Source: an optimization exercise on an open RTL-to-GDS flow (aim: small area, a short achievable clock period and few clock cycles per item). Production flows keep margins and buffers that such runs may drop. Only simulation tests tie the RTL to the original design; equivalence was not proved.

==> run B <==
// lidar_polar_to_cartesian_unit
module lidar_polar_to_cartesian_unit (
    input  logic        clk,
    input  logic        rst_n,
    input  logic        cfg_we,
    input  logic [1:0]  cfg_addr,
    input  logic [31:0] cfg_wdata,
    input  logic        s_axis_tvalid,
    output logic        s_axis_tready,
    input  logic [23:0] s_axis_tdata,
    input  logic        s_axis_tuser,
    input  logic        s_axis_tlast,
    output logic        m_axis_tvalid,
    input  logic        m_axis_tready,
    output logic [55:0] m_axis_tdata,
    output logic        m_axis_tuser,
    output logic        m_axis_tlast
);
    logic [31:0] cfg_start, cfg_step;
    logic [23:0] cfg_min, cfg_max;
    always_ff @(posedge clk or negedge rst_n)
    begin
        if (!rst_n)
        begin
            cfg_start <= '0;
            cfg_step  <= '0;
            cfg_min   <= '0;
            cfg_max   <= '1;
        end
        else if (cfg_we)
        begin
            case (cfg_addr)
                2'd0: cfg_start <= cfg_wdata;
                2'd1: cfg_step  <= cfg_wdata;
                2'd2: cfg_min   <= cfg_wdata[23:0];
                2'd3: cfg_max   <= cfg_wdata[23:0];
                default: ;
            endcase
        end
    end
    logic adv;           
    logic acc;
    logic rdy_q;         
    assign s_axis_tready = rdy_q;
    assign acc = s_axis_tvalid && adv;
    logic [31:0] beam_angle;
    logic        at_start;
    logic [31:0] cur_angle, next_angle;
    assign cur_angle = at_start ? cfg_start : beam_angle;
    lp2c_add #(.N(32)) u_angle_add (.a(cur_angle), .b(cfg_step), .cin(1'b0), .s(next_angle));
    always_ff @(posedge clk or negedge rst_n)
    begin
        if (!rst_n)
        begin
            beam_angle <= '0;
            at_start   <= 1'b1;
        end
        else if (acc)
        begin
            beam_angle <= next_angle;
  ...
export LEC_CHECK = 0
export ABC_AREA = 1
export CAP_MARGIN = 20
export CORE_MARGIN = 2
export CORE_UTILIZATION = 40
export SLEW_MARGIN = 20
create_clock -name core_clock -period 10.0 [get_ports {clk}]
standard.sh (not shown) runs the stock make flow with config.mk's settings and CLKGATE_MAP_FILE= SYNTH_SCRIPT=/design/flow/synth_recipe.tcl, a recipe that flattens the netlist after the stock synthesis.
==> flow/flow/run.sh <==
#!/bin/bash
# Own layout flow: the standard layout (standard.sh, unchanged synthesis and
# steps), with repair_timing asked to leave SETUP_SLACK_MARGIN ns of setup slack
# at the design's clock period, so that paths are sized for the period the
# design can reach rather than for the 10 ns constraint. The SDC, the clock
# period and every other setting stay the standard flow's.
set -euo pipefail
export SETUP_SLACK_MARGIN="${LP2C_SETUP_MARGIN:-6.5}"
bash standard.sh finish > standard_flow.log 2>&1
==> run Z: changes against run B <==
--- a/flow/design.v
+++ b/flow/design.v
@@ -92,23 +92,23 @@
         end
         else if (acc)
         begin
             beam_angle <= next_angle;
             at_start   <= s_axis_tlast;
         end
     end
-    logic [23:1] vld;
-    logic [23:1] lst;
-    logic [23:2] pok;
+    logic [22:1] vld;
+    logic [22:1] lst;
+    logic [22:2] pok;
     always_ff @(posedge clk or negedge rst_n)
     begin
         if (!rst_n)
             vld <= '0;
         else if (adv)
-            vld <= {vld[22:1], s_axis_tvalid};
+            vld <= {vld[21:1], s_axis_tvalid};
     end
     logic [23:0] r1;
     logic        f1;
     logic [31:0] a1;
     always_ff @(posedge clk)
     begin
         if (adv)
@@ -879,57 +879,50 @@
             sx3    <= sx2;
             sy3    <= sy2;
             z_1_3  <= z_1;
             pok[3] <= pok[2];
             lst[3] <= lst[2];
         end
     end
-    logic signed [40:0] x_1, y_1;
-    logic signed [29:0] z_1_4;
-    logic sb_1;    
-    logic [40:0] x1_n, y1_n;
-    lp2c_add #(.N(41)) u_negx (.a({1'b0, mag3} ^ {41{sx3}}), .b(41'd0), .cin(sx3), .s(x1_n));
-    lp2c_add #(.N(41)) u_negy (.a({1'b0, mag3} ^ {41{sy3}}), .b(41'd0), .cin(sy3), .s(y1_n));
-    always_ff @(posedge clk)
-    begin
-        if (adv)
-        begin
-            x_1    <= x1_n;
-            y_1    <= y1_n;
-            z_1_4  <= z_1_3;
-            sb_1   <= !z_1_3[29];
-            pok[4] <= pok[3];
-            lst[4] <= lst[3];
-        end
-    end
     logic signed [40:0] x_2, y_2;
     logic n_1;
     logic signed [40:0] dx_1, dy_1;
     logic [40:0] xs_1, ys_1;
-    assign n_1 = z_1_4[29];
-    assign dx_1 = y_1 >>> 1;
-    assign dy_1 = x_1 >>> 1;
-    lp2c_add #(.N(41)) u_x1 (.a(x_1), .b(dx_1 ^ {41{sb_1}}), .cin(sb_1), .s(xs_1));
-    lp2c_add #(.N(41)) u_y1 (.a(y_1), .b(dy_1 ^ {41{n_1}}), .cin(n_1), .s(ys_1));
+    assign n_1 = z_1_3[29];
+    logic [40:0] hx, hy, ux, uy, cx, cy;
+    logic        bx, by;
+    assign hx = {1'b0, mag3} ^ {41{sx3}};               
+    assign hy = {1'b0, mag3} ^ {41{sy3}};               
+    assign ux = {2'b0, mag3[39:1]} ^ {41{sy3 ^ !n_1}};    
+    assign bx = (sy3 & !mag3[0]) ^ !n_1;
+    assign uy = {2'b0, mag3[39:1]} ^ {41{sx3 ^ n_1}};     
+    assign by = (sx3 & !mag3[0]) ^ n_1;
+    logic [40:0] sx_cs, sy_cs;
+    assign sx_cs = hx ^ ux ^ {40'd0, bx};
+    assign cx    = {(hx[39:0] & ux[39:0]) | (hx[39:0] & {39'd0, bx}) | (ux[39:0] & {39'd0, bx}), 1'b0};
+    assign sy_cs = hy ^ uy ^ {40'd0, by};
+    assign cy    = {(hy[39:0] & uy[39:0]) | (hy[39:0] & {39'd0, by}) | (uy[39:0] & {39'd0, by}), 1'b0};
+    lp2c_add #(.N(41)) u_x1 (.a(sx_cs), .b(cx), .cin(sx3), .s(xs_1));
+    lp2c_add #(.N(41)) u_y1 (.a(sy_cs), .b(cy), .cin(sy3), .s(ys_1));
     logic signed [29:0] z_2;
     logic signed [29:0] zs_1, zp_1, zm_1;
     logic sb_2;
-    lp2c_add #(.N(30)) u_zp1 (.a(z_1_4), .b(~30'd316933406), .cin(1'b1), .s(zp_1));
-    lp2c_add #(.N(30)) u_zm1 (.a(z_1_4), .b(30'd316933406), .cin(1'b0), .s(zm_1));
+    lp2c_add #(.N(30)) u_zp1 (.a(z_1_3), .b(~30'd316933406), .cin(1'b1), .s(zp_1));
+    lp2c_add #(.N(30)) u_zm1 (.a(z_1_3), .b(30'd316933406), .cin(1'b0), .s(zm_1));
     assign zs_1 = n_1 ? zm_1 : zp_1;
     always_ff @(posedge clk)
     begin
         if (adv)
         begin
             x_2 <= xs_1;
             y_2 <= ys_1;
             z_2 <= zs_1[29:0];
             sb_2 <= !zs_1[29];
-            pok[5] <= pok[4];
-            lst[5] <= lst[4];
+            pok[4] <= pok[3];
+            lst[4] <= lst[3];
         end
     end
     logic signed [40:0] x_3, y_3;
     logic n_2;
     logic signed [40:0] dx_2, dy_2;
     logic [40:0] xs_2, ys_2;
     assign n_2 = z_2[29];
@@ -947,16 +940,16 @@
     begin
         if (adv)
         begin
             x_3 <= xs_2;
             y_3 <= ys_2;
             z_3 <= zs_2[28:0];
             sb_3 <= !zs_2[28];
-            pok[6] <= pok[5];
-            lst[6] <= lst[5];
+            pok[5] <= pok[4];
+            lst[5] <= lst[4];
         end
     end
     logic signed [40:0] x_4, y_4;
     logic n_3;
     logic signed [40:0] dx_3, dy_3;
     logic [40:0] xs_3, ys_3;
     assign n_3 = z_3[28];
@@ -974,16 +967,16 @@
     begin
         if (adv)
         begin
             x_4 <= xs_3;
             y_4 <= ys_3;
             z_4 <= zs_3[27:0];
             sb_4 <= !zs_3[27];
-            pok[7] <= pok[6];
-            lst[7] <= lst[6];
+            pok[6] <= pok[5];
+            lst[6] <= lst[5];
         end
     end
     logic signed [40:0] x_5, y_5;
     logic n_4;
     logic signed [40:0] dx_4, dy_4;
     logic [40:0] xs_4, ys_4;
     assign n_4 = z_4[27];
@@ -1001,16 +994,16 @@
     begin
         if (adv)
         begin
             x_5 <= xs_4;
             y_5 <= ys_4;
             z_5 <= zs_4[26:0];
             sb_5 <= !zs_4[26];
-            pok[8] <= pok[7];
-            lst[8] <= lst[7];
+            pok[7] <= pok[6];
+            lst[7] <= lst[6];
         end
     end
     logic signed [40:0] x_6, y_6;
     logic n_5;
     logic signed [40:0] dx_5, dy_5;
     logic [40:0] xs_5, ys_5;
     assign n_5 = z_5[26];
@@ -1028,16 +1021,16 @@
     begin
         if (adv)
         begin
             x_6 <= xs_5;
             y_6 <= ys_5;
             z_6 <= zs_5[25:0];
             sb_6 <= !zs_5[25];
-            pok[9] <= pok[8];
-            lst[9] <= lst[8];
+            pok[8] <= pok[7];
+            lst[8] <= lst[7];
         end
     end
     logic signed [40:0] x_7, y_7;
     logic n_6;
     logic signed [40:0] dx_6, dy_6;
     logic [40:0] xs_6, ys_6;
     assign n_6 = z_6[25];
@@ -1055,16 +1048,16 @@
     begin
         if (adv)
         begin
             x_7 <= xs_6;
             y_7 <= ys_6;
             z_7 <= zs_6[24:0];
             sb_7 <= !zs_6[24];
-            pok[10] <= pok[9];
-            lst[10] <= lst[9];
+            pok[9] <= pok[8];
+            lst[9] <= lst[8];
         end
     end
     logic signed [40:0] x_8, y_8;
     logic n_7;
     logic signed [40:0] dx_7, dy_7;
     logic [40:0] xs_7, ys_7;
     assign n_7 = z_7[24];
@@ -1082,16 +1075,16 @@
     begin
         if (adv)
         begin
             x_8 <= xs_7;
             y_8 <= ys_7;
             z_8 <= zs_7[23:0];
             sb_8 <= !zs_7[23];
-            pok[11] <= pok[10];
-            lst[11] <= lst[10];
+            pok[10] <= pok[9];
+            lst[10] <= lst[9];
         end
     end
     logic signed [40:0] x_9, y_9;
     logic n_8;
     logic signed [40:0] dx_8, dy_8;
     logic [40:0] xs_8, ys_8;
     assign n_8 = z_8[23];
@@ -1109,16 +1102,16 @@
     begin
         if (adv)
         begin
             x_9 <= xs_8;
             y_9 <= ys_8;
             z_9 <= zs_8[22:0];
             sb_9 <= !zs_8[22];
-            pok[12] <= pok[11];
-            lst[12] <= lst[11];
+            pok[11] <= pok[10];
+            lst[11] <= lst[10];
         end
     end
     logic signed [40:0] x_10, y_10;
     logic n_9;
     logic signed [40:0] dx_9, dy_9;
     logic [40:0] xs_9, ys_9;
     assign n_9 = z_9[22];
@@ -1136,16 +1129,16 @@
     begin
         if (adv)
         begin
             x_10 <= xs_9;
             y_10 <= ys_9;
             z_10 <= zs_9[21:0];
             sb_10 <= !zs_9[21];
-            pok[13] <= pok[12];
-            lst[13] <= lst[12];
+            pok[12] <= pok[11];
+            lst[12] <= lst[11];
         end
     end
     logic signed [40:0] x_11, y_11;
     logic n_10;
     logic signed [40:0] dx_10, dy_10;
     logic [40:0] xs_10, ys_10;
     assign n_10 = z_10[21];
@@ -1163,16 +1156,16 @@
     begin
         if (adv)
         begin
             x_11 <= xs_10;
             y_11 <= ys_10;
             z_11 <= zs_10[20:0];
             sb_11 <= !zs_10[20];
-            pok[14] <= pok[13];
-            lst[14] <= lst[13];
+            pok[13] <= pok[12];
+            lst[13] <= lst[12];
         end
     end
     logic signed [40:0] x_12, y_12;
     logic n_11;
     logic signed [40:0] dx_11, dy_11;
     logic [40:0] xs_11, ys_11;
     assign n_11 = z_11[20];
@@ -1190,16 +1183,16 @@
     begin
         if (adv)
         begin
             x_12 <= xs_11;
             y_12 <= ys_11;
             z_12 <= zs_11[19:0];
             sb_12 <= !zs_11[19];
-            pok[15] <= pok[14];
-            lst[15] <= lst[14];
+            pok[14] <= pok[13];
+            lst[14] <= lst[13];
         end
     end
     logic signed [40:0] x_13, y_13;
     logic n_12;
     logic signed [40:0] dx_12, dy_12;
     logic [40:0] xs_12, ys_12;
     assign n_12 = z_12[19];
@@ -1217,16 +1210,16 @@
     begin
         if (adv)
         begin
             x_13 <= xs_12;
             y_13 <= ys_12;
             z_13 <= zs_12[18:0];
             sb_13 <= !zs_12[18];
-            pok[16] <= pok[15];
-            lst[16] <= lst[15];
+            pok[15] <= pok[14];
+            lst[15] <= lst[14];
         end
     end
     logic signed [40:0] x_14, y_14;
     logic n_13;
     logic signed [40:0] dx_13, dy_13;
     logic [40:0] xs_13, ys_13;
     assign n_13 = z_13[18];
@@ -1244,16 +1237,16 @@
     begin
         if (adv)
         begin
             x_14 <= xs_13;
             y_14 <= ys_13;
             z_14 <= zs_13[17:0];
             sb_14 <= !zs_13[17];
-            pok[17] <= pok[16];
-            lst[17] <= lst[16];
+            pok[16] <= pok[15];
+            lst[16] <= lst[15];
         end
     end
     logic signed [40:0] x_15, y_15;
     logic n_14;
     logic signed [40:0] dx_14, dy_14;
     logic [40:0] xs_14, ys_14;
     assign n_14 = z_14[17];
@@ -1271,16 +1264,16 @@
     begin
         if (adv)
         begin
             x_15 <= xs_14;
             y_15 <= ys_14;
             z_15 <= zs_14[16:0];
             sb_15 <= !zs_14[16];
-            pok[18] <= pok[17];
-            lst[18] <= lst[17];
+            pok[17] <= pok[16];
+            lst[17] <= lst[16];
         end
     end
     logic signed [40:0] x_16, y_16;
     logic n_15;
     logic signed [40:0] dx_15, dy_15;
     logic [40:0] xs_15, ys_15;
     assign n_15 = z_15[16];
@@ -1298,16 +1291,16 @@
     begin
         if (adv)
         begin
             x_16 <= xs_15;
             y_16 <= ys_15;
             z_16 <= zs_15[15:0];
             sb_16 <= !zs_15[15];
-            pok[19] <= pok[18];
-            lst[19] <= lst[18];
+            pok[18] <= pok[17];
+            lst[18] <= lst[17];
         end
     end
     logic signed [40:0] x_17, y_17;
     logic n_16;
     logic signed [40:0] dx_16, dy_16;
     logic [40:0] xs_16, ys_16;
     assign n_16 = z_16[15];
@@ -1325,16 +1318,16 @@
     begin
         if (adv)
         begin
             x_17 <= xs_16;
             y_17 <= ys_16;
             z_17 <= zs_16[14:0];
             sb_17 <= !zs_16[14];
-            pok[20] <= pok[19];
-            lst[20] <= lst[19];
+            pok[19] <= pok[18];
+            lst[19] <= lst[18];
         end
     end
     logic signed [40:0] x_18, y_18;
     logic n_17;
     logic signed [40:0] dx_17, dy_17;
     logic [40:0] xs_17, ys_17;
     assign n_17 = z_17[14];
@@ -1352,16 +1345,16 @@
     begin
         if (adv)
         begin
             x_18 <= xs_17;
             y_18 <= ys_17;
             z_18 <= zs_17[13:0];
             sb_18 <= !zs_17[13];
-            pok[21] <= pok[20];
-            lst[21] <= lst[20];
+            pok[20] <= pok[19];
+            lst[20] <= lst[19];
         end
     end
     logic signed [40:0] x_19, y_19;
     logic n_18;
     logic signed [40:0] dx_18, dy_18;
     logic [40:0] xs_18, ys_18;
     assign n_18 = z_18[13];
@@ -1379,16 +1372,16 @@
     begin
         if (adv)
         begin
             x_19 <= xs_18;
             y_19 <= ys_18;
             z_19 <= zs_18[12:0];
             sb_19 <= !zs_18[12];
-            pok[22] <= pok[21];
-            lst[22] <= lst[21];
+            pok[21] <= pok[20];
+            lst[21] <= lst[20];
         end
     end
     logic signed [40:0] x_20, y_20;
     logic n_19;
     logic signed [40:0] dx_19, dy_19;
     logic [40:0] xs_19, ys_19;
     assign n_19 = z_19[12];
@@ -1398,27 +1391,27 @@
     lp2c_add #(.N(41)) u_y19 (.a(y_19), .b(dy_19 ^ {41{n_19}}), .cin(n_19), .s(ys_19));
     always_ff @(posedge clk)
     begin
         if (adv)
         begin
             x_20 <= xs_19;
             y_20 <= ys_19;
-            pok[23] <= pok[22];
-            lst[23] <= lst[22];
+            pok[22] <= pok[21];
+            lst[22] <= lst[21];
         end
     end
     logic [24:0] rx, ry;
     logic [51:0] pt;     
     lp2c_add #(.N(25)) u_rx (.a(x_20[40:16]), .b(25'd0), .cin(x_20[15]), .s(rx));
     lp2c_add #(.N(25)) u_ry (.a(y_20[40:16]), .b(25'd0), .cin(y_20[15]), .s(ry));
-    assign pt = {pok[23], lst[23], pok[23] ? ry : 25'd0, pok[23] ? rx : 25'd0};
+    assign pt = {pok[22], lst[22], pok[22] ? ry : 25'd0, pok[22] ? rx : 25'd0};
     logic        m_vld, k_vld;
     logic [51:0] m_pt, k_pt;
     logic        push, pop;
-    assign push = adv && vld[23];
+    assign push = adv && vld[22];
     assign pop  = m_vld && m_axis_tready;
     logic k_vld_n;
     assign k_vld_n = (pop || !m_vld) ? (k_vld && push) : (k_vld || push);
     always_ff @(posedge clk or negedge rst_n)
     begin
         if (!rst_n)
         begin
==> flow/flow/run.sh (replaced) <==
#!/bin/bash
# Own layout flow: the standard layout (standard.sh, unchanged synthesis and
# steps), with repair_timing asked to leave SETUP_SLACK_MARGIN ns of setup slack
# at the design's clock period, so that paths are sized for the period the
# design can reach rather than for the 10 ns constraint. The SDC, the clock
# period and every other setting stay the standard flow's.
set -euo pipefail
export SETUP_SLACK_MARGIN="${LP2C_SETUP_MARGIN:-6.2}"
bash standard.sh finish > standard_flow.log 2>&1
ABC_AREA = unset   (was 1)
CORE_UTILIZATION = 55   (was 40)
CTS_CLUSTER_DIAMETER = 80   (was unset)
CTS_CLUSTER_SIZE = 30   (was unset)
PLACE_DENSITY = 0.7   (was unset)
==> notes.md <==
| item | run B | run Z |
|---|---|---|
| Synthesis-to-layout area growth | 12.2% | 14.9% |
| Height of the die | 692 um | 559 um |
| Worst path required time | 8.00 ns | 10.61 ns |
| Status | no timing/DRC/antenna violations | no timing/DRC/antenna violations |
| Critical hold path startpoint | lst[17] | z_3[1] |
| Total length of routed met2 wires | 226 mm | 195 mm |
| Post-DR vias/cell | 4.83 | 5.62 |
| Non-Filler Instances | 28000 | 19700 |
| Share of the synthesized area in the top cell type | 38.7% | 41.2% |
| Summed instance area of the synthesized netlist | 0.189 mm2 | 0.169 mm2 |
| Detailed-route wire length | 447 mm | 389 mm |
| DR vias | 135000 | 111000 |
| Commonest non-fill, non-tap cell in the layout | sky130_fd_sc_hd__nand2_1 | sky130_fd_sc_hd__edfxtp_1 |
| Initial cell density of the core | 40.2% | 55.3% |
| Multiplexer area fraction after synthesis | 0.282% | 2.40% |
| Number of enable flip-flop cells after synthesis | 2440 | 2325 |
| Register clock-pin slew on the reported worst setup and hold paths | 0.06 ns | 0.11 ns |
| Number of buffers created by CTS | 315 | 150 |
| Reg2Reg Capture Point | pa2[27] | y_2[40] |
| Post-synthesis sequential area ratio | 41.0% | 43.7% |
| M1 GR Usage | 20.7% | 31.5% |
| Met2 track demand over resource | 33.3% | 41.4% |
| Wire length of the first global-routing pass | 700 mm | 591 mm |
| Ratio of final minimum period to clock period | 37.0% | 49.3% |
Testbench counts of run B, summed over its fixed seeds: cycles 8,384, items 8,192.
Testbench counts of run Z, summed over its fixed seeds: cycles 8,376, items 8,192.

[afterwards: timing with drivers on the ports]
In the flow no input, the clock included, has a driving cell. The finished layouts below were timed again as built, in two steps. Step 1: set_driving_cell puts a clkbuf_16 on clk and a buf_2 on each other input, an assumption about the parent block. Step 2 moves the port delays by t, midway between the first and last clock arrival at a register: inputs arrive t later, outputs are due t later. That takes back most of the time a late clock gives input paths. Slacks: ideal ports / drivers / drivers and shift; pairs: ideal ports / drivers.
| run | t, ns | slack for setup (ns) | worst setup path at the end | worst register clock-pin slew, ns |
|---|---|---|---|---|
| run B | 1.067 | 6.301 / 6.182 / 5.929 | input to register | 0.07 / 0.07 |
| run Z | 0.961 | 5.072 / 5.072 / 5.072 | register to register | 0.12 / 0.12 |
After both steps setup and hold are still met in every run listed. The setup slack of run B, which loses most, moves by -0.119 ns with the drivers and by -0.372 ns with both steps.
